This design comes from an exercise in tuning for small area on the open sky130 flow, not from production work. RTL that was checked went through simulation tests only; none was proved equivalent to the original. For run 2, only the layout was checked, not whether the RTL still works. Power figures rest on the tool's default switching activity, not on a simulated workload.

## flow/run.sh

```bash
#!/bin/bash
# synth_recipe.tcl (not shown) runs the flow's synth.tcl, then flattens the netlist and writes it again
# the make line also repeats each setting of config.mk as NAME=value (left out here)
make -C /OpenROAD-flow-scripts/flow DESIGN_CONFIG=/design/flow/config.mk WORK_HOME=/design/flow/orfs CLKGATE_MAP_FILE= SYNTH_SCRIPT=/design/flow/synth_recipe.tcl finish
```

## flow/config.mk

```make
export PLATFORM = sky130hd
export DESIGN_NAME = pipe_reg_file
export DESIGN_NICKNAME = pipe_reg_file
export VERILOG_FILES = /design/flow/design.v
export SDC_FILE = /design/flow/constraint.sdc
export NUM_CORES = 4
export LEC_CHECK = 0
export CAP_MARGIN = 20
export CORE_MARGIN = 2
export CORE_UTILIZATION = 40
export SLEW_MARGIN = 20
```

## flow/constraint.sdc

```tcl
create_clock -name core_clock -period 8.0 [get_ports {clock}]
set_input_delay 1.6000 -clock core_clock [delete_from_list [all_inputs] [get_ports {clock}]]
set_output_delay 1.6000 -clock core_clock [all_outputs]
set_load 0.01 [all_outputs]
```

## flow/design.v

```verilog
module pipe_reg_file #(
    parameter int unsigned DATA_W   = 32'd32,
    parameter int unsigned ADDR_W   = 32'd5,
    parameter int unsigned NUM_RD   = 32'd2,
    parameter int unsigned ZERO_REG = 32'd1
) (
    input  logic                       clock,
    input  logic                       reset,
    input  logic [NUM_RD*ADDR_W-1:0]   rd_addr,
    output logic [NUM_RD*DATA_W-1:0]   rd_data,
    output logic [NUM_RD-1:0]          rd_busy,
    input  logic                       wr_enable,
    input  logic [ADDR_W-1:0]          wr_addr,
    input  logic [DATA_W-1:0]          wr_data,
    input  logic                       issue_valid,
    input  logic [ADDR_W-1:0]          issue_addr,
    output logic [ADDR_W:0]            busy_count
);
    localparam int unsigned DEPTH     = 32'd1 << ADDR_W;
    localparam logic        ZERO_EN_C = (ZERO_REG != 32'd0);
    logic [DATA_W-1:0] regs_r [DEPTH];
    logic [DEPTH-1:0]  busy_r;
    logic [ADDR_W:0]   busy_count_r;
    logic              wr_ok_s;
    logic              iss_ok_s;
    logic [DEPTH-1:0]  wr_mask_s;
    logic [DEPTH-1:0]  iss_mask_s;
    logic [DEPTH-1:0]  busy_next_s;
    logic [NUM_RD*DATA_W-1:0] rd_data_s;
    logic [NUM_RD-1:0]        rd_busy_s;
    function automatic logic [ADDR_W:0] popcount_f(input logic [DEPTH-1:0] vec);
        logic [ADDR_W:0] cnt;
        cnt = '0;
        for (int i = 0; i < int'(DEPTH); i++) begin
            cnt = cnt + {{ADDR_W{1'b0}}, vec[i]};
        end
        popcount_f = cnt;
    endfunction
    always_comb begin
        wr_ok_s     = wr_enable   && !(ZERO_EN_C && (wr_addr    == {ADDR_W{1'b0}}));
        iss_ok_s    = issue_valid && !(ZERO_EN_C && (issue_addr == {ADDR_W{1'b0}}));
        wr_mask_s   = wr_ok_s  ? ({{(DEPTH-1){1'b0}}, 1'b1} << wr_addr)    : {DEPTH{1'b0}};
        iss_mask_s  = iss_ok_s ? ({{(DEPTH-1){1'b0}}, 1'b1} << issue_addr) : {DEPTH{1'b0}};
        busy_next_s = (busy_r & ~wr_mask_s) | iss_mask_s;
    end
    always_ff @(posedge clock) begin
        if (reset) begin
            for (int i = 0; i < int'(DEPTH); i++) begin
                regs_r[i] <= {DATA_W{1'b0}};
            end
        end else if (wr_ok_s) begin
            regs_r[wr_addr] <= wr_data;
        end
    end
    always_ff @(posedge clock) begin
        if (reset) begin
            busy_r       <= {DEPTH{1'b0}};
            busy_count_r <= {(ADDR_W+1){1'b0}};
        end else begin
            busy_r       <= busy_next_s;
            busy_count_r <= popcount_f(busy_next_s);
        end
    end
    always_comb begin
        rd_data_s = {(NUM_RD*DATA_W){1'b0}};
        rd_busy_s = {NUM_RD{1'b0}};
        for (int k = 0; k < int'(NUM_RD); k++) begin
            logic [ADDR_W-1:0] ra;
            logic              wr_hit;
            ra     = rd_addr[k*ADDR_W +: ADDR_W];
            wr_hit = wr_ok_s && (wr_addr == ra);
            if (ZERO_EN_C && (ra == {ADDR_W{1'b0}})) begin
                rd_data_s[k*DATA_W +: DATA_W] = {DATA_W{1'b0}};
                rd_busy_s[k]                  = 1'b0;
            end else begin
                rd_data_s[k*DATA_W +: DATA_W] = regs_r[ra];
                rd_busy_s[k]                  = busy_r[ra] | wr_hit;
            end
        end
    end
    assign rd_data    = rd_data_s;
    assign rd_busy    = rd_busy_s;
    assign busy_count = busy_count_r;
endmodule
```

==> results of run 1 <==
==> cell families (layout without fill, tap and decap cells) <==
logic type | Yosys count | in the layout | share of synthesized area
AO/OA/AOI/OAI | 114 | 114 | 0.0122
AND/OR/NAND/NOR | 1258 | 1258 | 0.130
other | 1 | 39 | 0.0000655
multiplexers | 663 | 663 | 0.259
flip-flops | 1062 | 1062 | 0.551
adder cells (fa/ha/maj) | 31 | 31 | 0.00993
XOR/XNOR | 12 | 12 | 0.00184
buffers and inverters | 462 | 535 | 0.0360
==> layout make-up <==
type                       count  area (µm²)
antenna                        7        17.5
clock inverter                64         542
multi-input combinational   2110       24100
sequential                  1062       31500
tap                         1890        2360
fill                       12200       77600
inverter                      89         334
clock buffer                 138        3030
timing repair buffer         244        2280
==> power breakdown <==
part / switching, mW / leakage [nW] / internal, mW / total (mW)
logic: 0.929 / 9.87 / 0.806 / 1.74
clock network: 2.25 / 1.75 / 2.96 / 5.20
registers: 0.146 / 10.1 / 6.40 / 6.55
total: 3.32 / 21.7 / 10.2 / 13.5
==> through the flow <==
stage / worst slack (ns) / cell area [µm²]
3_3_place_gp: 0.291 / 60600
5_1_grt: 0.662 / 64100
2_1_floorplan: 1.02 / 57300
3_5_place_dp: 0.284 / 60600
6_report: 0.978 / 64100
4_1_cts: 1.04 / 64100
==> registers in the layout, indices dropped and copies added (netlist names) <==
| name | flops |
|---|---|
| busy_r | 32 |
| busy_count_r | 6 |
| regs_r | 1024 |
==> Yosys cell counts (2+ instances only) <==
master     number
nand3_1         7
or2_2           7
and2_1        997
or3_1           2
ha_1            7
nand2_1       108
clkbuf_1      261
buf_2          51
mux4_2        652
a2bb2oi_1       2
inv_1          87
nor4_1          4
nor2_1         60
mux2i_1         8
buf_6          27
nand3b_1        2
buf_1          18
a21o_1          2
and3_1          5
xnor2_1         6
nand2b_1       27
fa_1           24
a21oi_1         5
and3b_1         4
xor2_1          6
o21ai_1        64
dfxtp_1        38
o211ai_1        2
nor3_1          3
a31oi_1         3
a22oi_1        18
nor3b_1         7
a22o_1         12
nor2b_1        20
buf_4          16
edfxtp_1     1024
mux2_2          3
==> how the worst min path moves through the flow <==
| stage | slack [ns] | start | to |
|---|---|---|---|
| 5_1_grt | 0.59 | busy_r[7] | busy_r[7] |
| 6_report | 0.57 | busy_r[7] | busy_r[7] |
| 3_5_place_dp | 0.54 | busy_r[7] | busy_r[7] |
| 3_3_place_gp | 0.58 | busy_r[7] | busy_r[7] |
| 2_1_floorplan | 0.46 | busy_r[7] | busy_r[7] |
| 4_1_cts | 0.55 | busy_r[7] | busy_r[7] |
==> worst register-to-register path: cells and delay by family (launching register included) <==
kind | cells | cell delay, ns
adders and majority gates | 8 | 3.69
AOI/OAI and AO/OA | 3 | 0.63
DFF | 1 | 0.34
xor gates and xnor gates | 1 | 0.16
buffers and inverters | 3 | 0.15
and+or+nand+nor | 1 | 0.05
==> layer usage <==
| metal | routed length, µm | GRT usage |
|---|---|---|
| met3 | 15900 | 0.0450 |
| met5 | 30 | 0 |
| met1 | 72300 | 0.341 |
| met2 | 93700 | 0.434 |
| met4 | 6560 | 0.0927 |
==> results.json, run 1 <==
{
  "gr-total-overflow": 0,
  "setup-violations-final": 0,
  "die_area_mm2": 0.146,
  "start_util": 0.404,
  "grt_max_degree": 80,
  "crit_path_frequent_cell": "fa_1",
  "worstSetupStartpoint": "wr_addr[3]",
  "critPathBufInv": 5,
  "tns_ns": 0,
  "r2r-start": "busy_r[27]",
  "ff2ff_setup_slack_ns": 2.83,
  "synthDistinctLibCells": 51,
  "first_iter_violations": 4318,
  "utilization": 0.452,
  "clockBufferDepth": 3,
  "syn_inst": 3603,
  "peakVddDrop_uv": 191,
  "cts_tree": "yes",
  "crit_path_max_incr_delay_ns": 0.71,
  "final.setup_skew_ns": 0.00635,
  "rows": 138,
  "netlist_area_mm2": 0.0572,
  "crit_path_max_fanout": 12,
  "layout.cells.non_filler": 5604,
  "final_cell_mix": "1,024 x edfxtp_1, 997 x and2_1, 652 x mux4_2",
  "ys_warn_count": 1,
  "fin_nets": 3706,
  "syn2layout_area_growth_pct": 12.1,
  "hold_violations": 0,
  "worst_slew_pin_slew_ns": 1.13,
  "crit_end": "busy_count_r[4]",
  "ys_seq_area_frac": 0.551,
  "drive_gt1_frac": 0.271,
  "status": "finished clean",
  "hold_path_class": "flop to flop",
  "dieWidth_um": 382,
  "crit_cells": 20,
  "postCtsHoldBufs": 0,
  "drc": 0,
  "slowest_stage": "clkdlybuf4s50_1",
  "dp_cells": 5395,
  "numCtsBuffers": 112,
  "power.total_mw": 13.5,
  "vias": 33700,
  "period_needed_ns": 7.02,
  "antenna_found_initial": 16,
  "clk_latency_ns": 0.72,
  "reg2reg_to": "busy_count_r[4]",
  "endpoint_kind": "flop",
  "start_kind": "input port",
  "drtAntennaViolNets": 0,
  "crit_arrival_ns": 7.61,
  "cp_top_family": "adder cells",
  "layout_commonest_cell": "edfxtp_1",
  "path_cells": "clkdlybuf4s50_1, nor3b_1, nand2_1, a22o_1, fa_1, inv_1, fa_1, inv_1, fa_1, fa_1, inv_1, fa_1, fa_1, inv_1, ha_1, fa_1, a21o_1, a21oi_1, xor2_1, nor2_1",
  "grt_pass1_wl_um": 266000,
  "cts_root_buf": "clkbuf_16",
  "drt_wl_total_um": 188000,
  "worstPathRequired_ns": 8.59,
  "cts_resized": 0,
  "min_period_over_period": 0.878,
  "wl_per_cell_um": 33.6,
  "leakage_nw": 21.7,
  "finalMaxSlewViolations": 0,
  "ys_async_sr_fraction": 0,
  "cts_sinks": 1062,
  "synth_enable_flop_cells": 1024,
  "synth_top_cell_by_area": "edfxtp_1",
  "post_cts_buffers": 0,
  "core-area_mm2": 0.142,
  "grt_use_total": 0.259,
  "crit_type": "input port to flop",
  "synth_area_leaders": "edfxtp_1 54%, mux4_2 26%, and2_1 11%",
  "holdPathStages": 2,
  "syn_area_per_cell_um2": 15.9,
  "dieHeight_um": 382,
  "clk_pin_slew_ns": 0.07,
  "clock.fmax_mhz": 142,
  "whs_ns": 0.567,
  "rsz0062_at_grt": "false",
  "max_cap_violations": 0,
  "dpl.hpwl_um": 110000,
  "power_density_mw_per_mm2": 210,
  "ff2ff_path_depth": 16,
  "synth-main-ff-cell": "edfxtp_1",
  "dr.pass1.iters": 6,
  "relSlewSlack": 0.245,
  "io_buffers": 127,
  "grt_pass1_vias": 34400,
  "synth_top_cell_area_share": 0.537,
  "via_per_inst": 6.02,
  "htreeDepth": 3,
  "gp_congestion": 0.851,
  "pin_count": 128,
  "synth-seq-cells": 1062
}
==> inputs of run 2 (changes only) <==
==> flow/design.v (replaced) <==
module pipe_reg_file #(
    parameter int unsigned DATA_W   = 32'd32,
    parameter int unsigned ADDR_W   = 32'd5,
    parameter int unsigned NUM_RD   = 32'd2,
    parameter int unsigned ZERO_REG = 32'd1
) (
    input  logic                       clock,
    input  logic                       reset,
    input  logic [NUM_RD*ADDR_W-1:0]   rd_addr,
    output logic [NUM_RD*DATA_W-1:0]   rd_data,
    output logic [NUM_RD-1:0]          rd_busy,
    input  logic                       wr_enable,
    input  logic [ADDR_W-1:0]          wr_addr,
    input  logic [DATA_W-1:0]          wr_data,
    input  logic                       issue_valid,
    input  logic [ADDR_W-1:0]          issue_addr,
    output logic [ADDR_W:0]            busy_count
);
    localparam int unsigned DEPTH = 32'd1 << ADDR_W;
    logic [DEPTH-1:1][DATA_W-1:0] regs_r;
    logic [DEPTH-1:1]  valid_r;
    logic [DEPTH-1:1]  busy_r;
    logic [ADDR_W:0]   busy_count_r;
    logic [DEPTH-1:1]  wr_dec_s;
    logic [DEPTH-1:1]  iss_dec_s;
    logic              wr_was_busy_s;
    logic              iss_was_busy_s;
    logic              cnt_inc_s;
    logic              cnt_dec_s;
    always_comb begin
        for (int i = 1; i < int'(DEPTH); i++) begin
            wr_dec_s[i]  = wr_enable   && (wr_addr    == ADDR_W'(i));
            iss_dec_s[i] = issue_valid && (issue_addr == ADDR_W'(i));
        end
    end
    always_ff @(posedge clock) begin
        for (int i = 1; i < int'(DEPTH); i++) begin
            if (wr_dec_s[i]) regs_r[i] <= wr_data;
        end
    end
    always_comb begin
        wr_was_busy_s  = |(busy_r & wr_dec_s);
        iss_was_busy_s = |(busy_r & iss_dec_s);
        cnt_inc_s      = (|iss_dec_s) && !iss_was_busy_s;
        cnt_dec_s      = wr_was_busy_s && !(|(wr_dec_s & iss_dec_s));
    end
    always_ff @(posedge clock) begin
        if (reset) begin
            valid_r      <= '0;
            busy_r       <= '0;
            busy_count_r <= '0;
        end else begin
            valid_r <= valid_r | wr_dec_s;
            busy_r  <= (busy_r & ~wr_dec_s) | iss_dec_s;
            if (cnt_inc_s && !cnt_dec_s)      busy_count_r <= busy_count_r + 1'b1;
            else if (cnt_dec_s && !cnt_inc_s) busy_count_r <= busy_count_r - 1'b1;
        end
    end
    logic [DEPTH-1:1] rd_sel_s [NUM_RD];
    logic [DEPTH-1:1] rd_bsel_s [NUM_RD];
    always_comb begin
        for (int k = 0; k < int'(NUM_RD); k++) begin
            for (int i = 1; i < int'(DEPTH); i++) begin
                rd_sel_s[k][i]  = (rd_addr[k*ADDR_W +: ADDR_W] == ADDR_W'(i)) && valid_r[i];
                rd_bsel_s[k][i] = (rd_addr[k*ADDR_W +: ADDR_W] == ADDR_W'(i)) && (busy_r[i] || wr_dec_s[i]);
            end
            rd_busy[k] = |rd_bsel_s[k];
        end
    end
    for (genvar k = 0; k < int'(NUM_RD); k++) begin : g_rd
        pipe_reg_file_rdmux #(.DATA_W(DATA_W), .N(DEPTH-1)) u_mux (
            .sel  (rd_sel_s[k]),
            .data (regs_r),
            .out  (rd_data[k*DATA_W +: DATA_W])
        );
    end
    assign busy_count = busy_count_r;
endmodule
module pipe_reg_file_rdmux #(
    parameter int unsigned DATA_W = 32'd32,
    parameter int unsigned N      = 32'd31
) (
    input  logic [N:1]        sel,
    input  logic [N:1][DATA_W-1:0] data,
    output logic [DATA_W-1:0] out
);
    always_comb begin
        out = '0;
        for (int i = 1; i <= int'(N); i++) begin
            out = out | (data[i] & {DATA_W{sel[i]}});
        end
    end
endmodule
--- a/flow/config.mk
+++ b/flow/config.mk
@@ -7,5 +7,8 @@
 export LEC_CHECK = 0
 export CAP_MARGIN = 20
 export CORE_MARGIN = 2
-export CORE_UTILIZATION = 40
+export CORE_UTILIZATION = 65
+export CTS_BUF_LIST = sky130_fd_sc_hd__clkbuf_4 sky130_fd_sc_hd__clkbuf_8
 export SLEW_MARGIN = 20
+export SYNTH_HIERARCHICAL = 1
+export SYNTH_MINIMUM_KEEP_SIZE = 0
==> run 2 against run 1 <==
  * Still clean
  * Maximum frequency fell by 4.8%
  * Setup slack got worse by 0.35 ns
  * Flip-flop and latch count fell by 2
  * Sequential power down 5.6%
  * Final cell count decreased by 22%
  * Via count is 8.7% higher
  * Count of clock-buffer cells in the layout is 74 higher
  * Die area is 51% lower
  * Clock power decreased by 12%
  * First-iteration DRC count is 110% higher
  * Hold slack lost 0.081 ns
  * Synthesized area fell by 21%
  * Highest routed layer unchanged
==> results.json, run 2 <==
{
  "status": "finished clean",
  "power_density_mw_per_mm2": 216,
  "crit_path_max_incr_delay_ns": 0.94,
  "top_register": "regs_r",
  "reg.largest.list": "regs_r (992), busy_r (31), valid_r (31)",
  "worstSetupStartpoint": "rd_addr[9]",
  "post_cts_buffers": 0,
  "start_kind": "input port",
  "path_cells": "clkdlybuf4s50_1, nor3b_1, and3_2, buf_4, a22oi_1, nand3_1, or4_1, clkdlybuf4s50_1",
  "layout_commonest_cell": "edfxtp_1",
  "final_cell_mix": "992 x edfxtp_1, 796 x a22oi_1, 170 x clkbuf_8",
  "die_area_mm2": 0.0717,
  "drive_gt1_frac": 0.164,
  "gp_congestion": 0.954,
  "slowest_stage": "nor3b_1",
  "dr.pass1.iters": 9,
  "cts_sinks": 1060,
  "ys_async_sr_fraction": 0,
  "postCtsHoldBufs": 0,
  "synthTopCellsByCount": "992 x edfxtp_1, 796 x a22oi_1, 197 x clkbuf_1",
  "crit_cells": 8,
  "dieHeight_um": 268,
  "synth_area_leaders": "edfxtp_1 66%, a22oi_1 13%, dfxtp_1 3.0%",
  "htreeDepth": 4,
  "leakage_nw": 16.7,
  "crit_type": "input port to primary output",
  "drt_wl_total_um": 176000,
  "clk_pin_slew_ns": 0.06,
  "setup-violations-final": 0,
  "cts_tree": "yes",
  "start_util": 0.659,
  "utilization": 0.748,
  "max_cap_violations": 0,
  "dieWidth_um": 268,
  "gr-total-overflow": 0,
  "grt_pass1_vias": 35400,
  "synth_top_cell_area_share": 0.658,
  "final_area_mm2": 0.0514,
  "dp_cells": 4085,
  "postPlaceCellArea_mm2": 0.0481,
  "numCtsBuffers": 165,
  "rows": 96,
  "final.setup_skew_ns": 0.00911,
  "synth_top_cell_by_area": "edfxtp_1",
  "antenna_found_initial": 5,
  "setup_slack_ns": 0.623,
  "grt_use_total": 0.487,
  "syn2layout_area_growth_pct": 13.6,
  "rsz0062_at_grt": "false",
  "drc": 0,
  "finalMaxSlewViolations": 0,
  "layout.cells.non_filler": 4392,
  "syn_area_per_cell_um2": 14.4,
  "dpl.hpwl_um": 101000,
  "ff2ff_path_depth": 13,
  "worst_slew_pin_slew_ns": 1.41,
  "hold_violations": 0,
  "synth-seq-cells": 1060,
  "first_iter_violations": 9006,
  "core-area_mm2": 0.0687,
  "vias": 36700,
  "crit_arrival_ns": 5.78,
  "endpoint_kind": "primary output",
  "whs_ns": 0.486,
  "min_period_over_period": 0.922,
  "crit_end": "rd_data[63]",
  "yosysMostFrequentCell": "edfxtp_1",
  "critPathBufInv": 3,
  "clk_latency_ns": 0.86,
  "clock.fmax_mhz": 136,
  "power.total_mw": 11.1,
  "r2r-start": "busy_r[20]",
  "synth_enable_flop_cells": 992,
  "cts_resized": 0,
  "reg2reg_to": "busy_count_r[5]",
  "hold_path_class": "flop to flop",
  "grt_pass1_wl_um": 245000,
  "clockBufferDepth": 3,
  "period_needed_ns": 7.38,
  "synth-main-ff-cell": "edfxtp_1",
  "drtAntennaViolNets": 0,
  "relSlewSlack": 0.0581,
  "via_per_inst": 8.35,
  "tns_ns": 0,
  "peakVddDrop_uv": 175,
  "fin_nets": 3383,
  "cp_top_family": "simple AND/OR/NAND/NOR gates",
  "ys_warn_count": 12,
  "syn_inst": 3132,
  "pin_count": 128,
  "crit_path_max_fanout": 20,
  "netlist_area_mm2": 0.0452,
  "pre_cts_slack_ns": 1.02,
  "cts_root_buf": "clkbuf_8",
  "grt_max_degree": 69,
  "io_buffers": 127,
  "ff2ff_setup_slack_ns": 4.25,
  "wl_per_cell_um": 40.1,
  "synthDistinctLibCells": 68,
  "ys_seq_area_frac": 0.688,
  "worstPathRequired_ns": 6.40,
  "largest_reg_flops": 992,
  "crit_path_frequent_cell": "clkdlybuf4s50_1"
}
[run 2: cell count changes in the layout (fill, tap and decap cells not counted), moves of 118 or more]
cell,before,now
a22oi_1,18,796
clkbuf_8,0,170
and2_1,997,5
nand3_1,7,141
clkbuf_16,118,0
nand4_1,1,137
mux4_2,652,0
[run 2: cell families (layout without fill, tap and decap cells)]
logic type / Yosys count / after routing / synth area share
other cells: 0 / 9 / 0
xor+xnor: 7 / 7 / 0.00135
flops: 1060 / 1060 / 0.688
buf+inv: 261 / 581 / 0.0251
simple gates: 645 / 645 / 0.0810
mux: 5 / 5 / 0.00113
compound gates: 1148 / 1148 / 0.201
fa+ha+maj: 6 / 6 / 0.00182
[run 2: report_power, final]
group / switching, mW / internal [mW]
clock network: 2.25 / 2.35
logic: 0.225 / 0.0843
registers: 0.0427 / 6.14
[run 2: worst min path at each step]
stage                     start     endpoint  slack [ns]  cells past startpoint
CTS                  valid_r[7]   valid_r[7]        0.48                      2
detailed placement  valid_r[31]  valid_r[31]        0.47                      2
finish              valid_r[26]  valid_r[26]        0.49                      2
floorplan           valid_r[10]  valid_r[10]        0.45                      2
global route        valid_r[15]  valid_r[15]        0.52                      2
global placement     valid_r[3]   valid_r[3]        0.46                      2
[run 2: tightest hold or removal path, cell delays in order, from the launching register on]
cell	delay, ns
dfxtp_1	0.33
nor2_1	0.05
nor2_1	0.07
[run 2: layer usage]
| metal | GRT usage | vias to the layer above | wire length [µm] |
|---|---|---|---|
| met2 | 0.683 | 4451 | 73700 |
| met3 | 0.208 | 1058 | 32700 |
| met4 | 0.337 | 12 | 14300 |
| met5 | 0.0128 | - | 217 |
| met1 | 0.611 | 17400 | 55100 |
| li1 | - | 13800 | - |
[run 2: cell type report]
class | instances | area [µm²]
sequential | 1060 | 31100
timing repair buffer | 262 | 2500
tap | 931 | 1160
inverter | 21 | 78.8
clock buffer | 212 | 2660
clock inverter | 86 | 651
antenna | 9 | 22.5
fill | 4165 | 17300
multi-input combinational | 1811 | 13200

==> separate check: timing with driven ports <==
The results above use ideal ports. As a check the final layouts listed here were re-extracted and re-timed, cells and wires unchanged. Step 1 (the two cells are an assumption about what drives the block):
set clk [get_ports {clock}]
set_driving_cell -lib_cell sky130_fd_sc_hd__clkbuf_16 $clk
set_driving_cell -lib_cell sky130_fd_sc_hd__buf_2 [delete_from_list [all_inputs] $clk]
Step 2 adds t to the input delays and takes it off the output delays; t is the mean of the earliest and latest rising clock arrival at the registers after step 1. Input paths then give back, and output paths get back, about the clock's delay inside the block. a / b / c = ideal ports / drivers / drivers and shift; a / b = the first two.
run	shift t [ns]	setup WS [ns]	worst hold slack (ns)	worst register clock-pin slew, ns	pins driven straight from the clock port
run 1	0.799	0.978 / 1.028 / 0.228	0.567 / 0.567 / 0.567	0.07 / 0.07	1
run 2	0.922	0.623 / 0.589 / 0.589	0.486 / 0.486 / 0.486	0.07 / 0.07	1
After both steps every run listed still meets setup and hold. For run 1, which loses most, drivers alone change the setup slack by +0.050 ns; drivers and shift together by -0.750 ns.
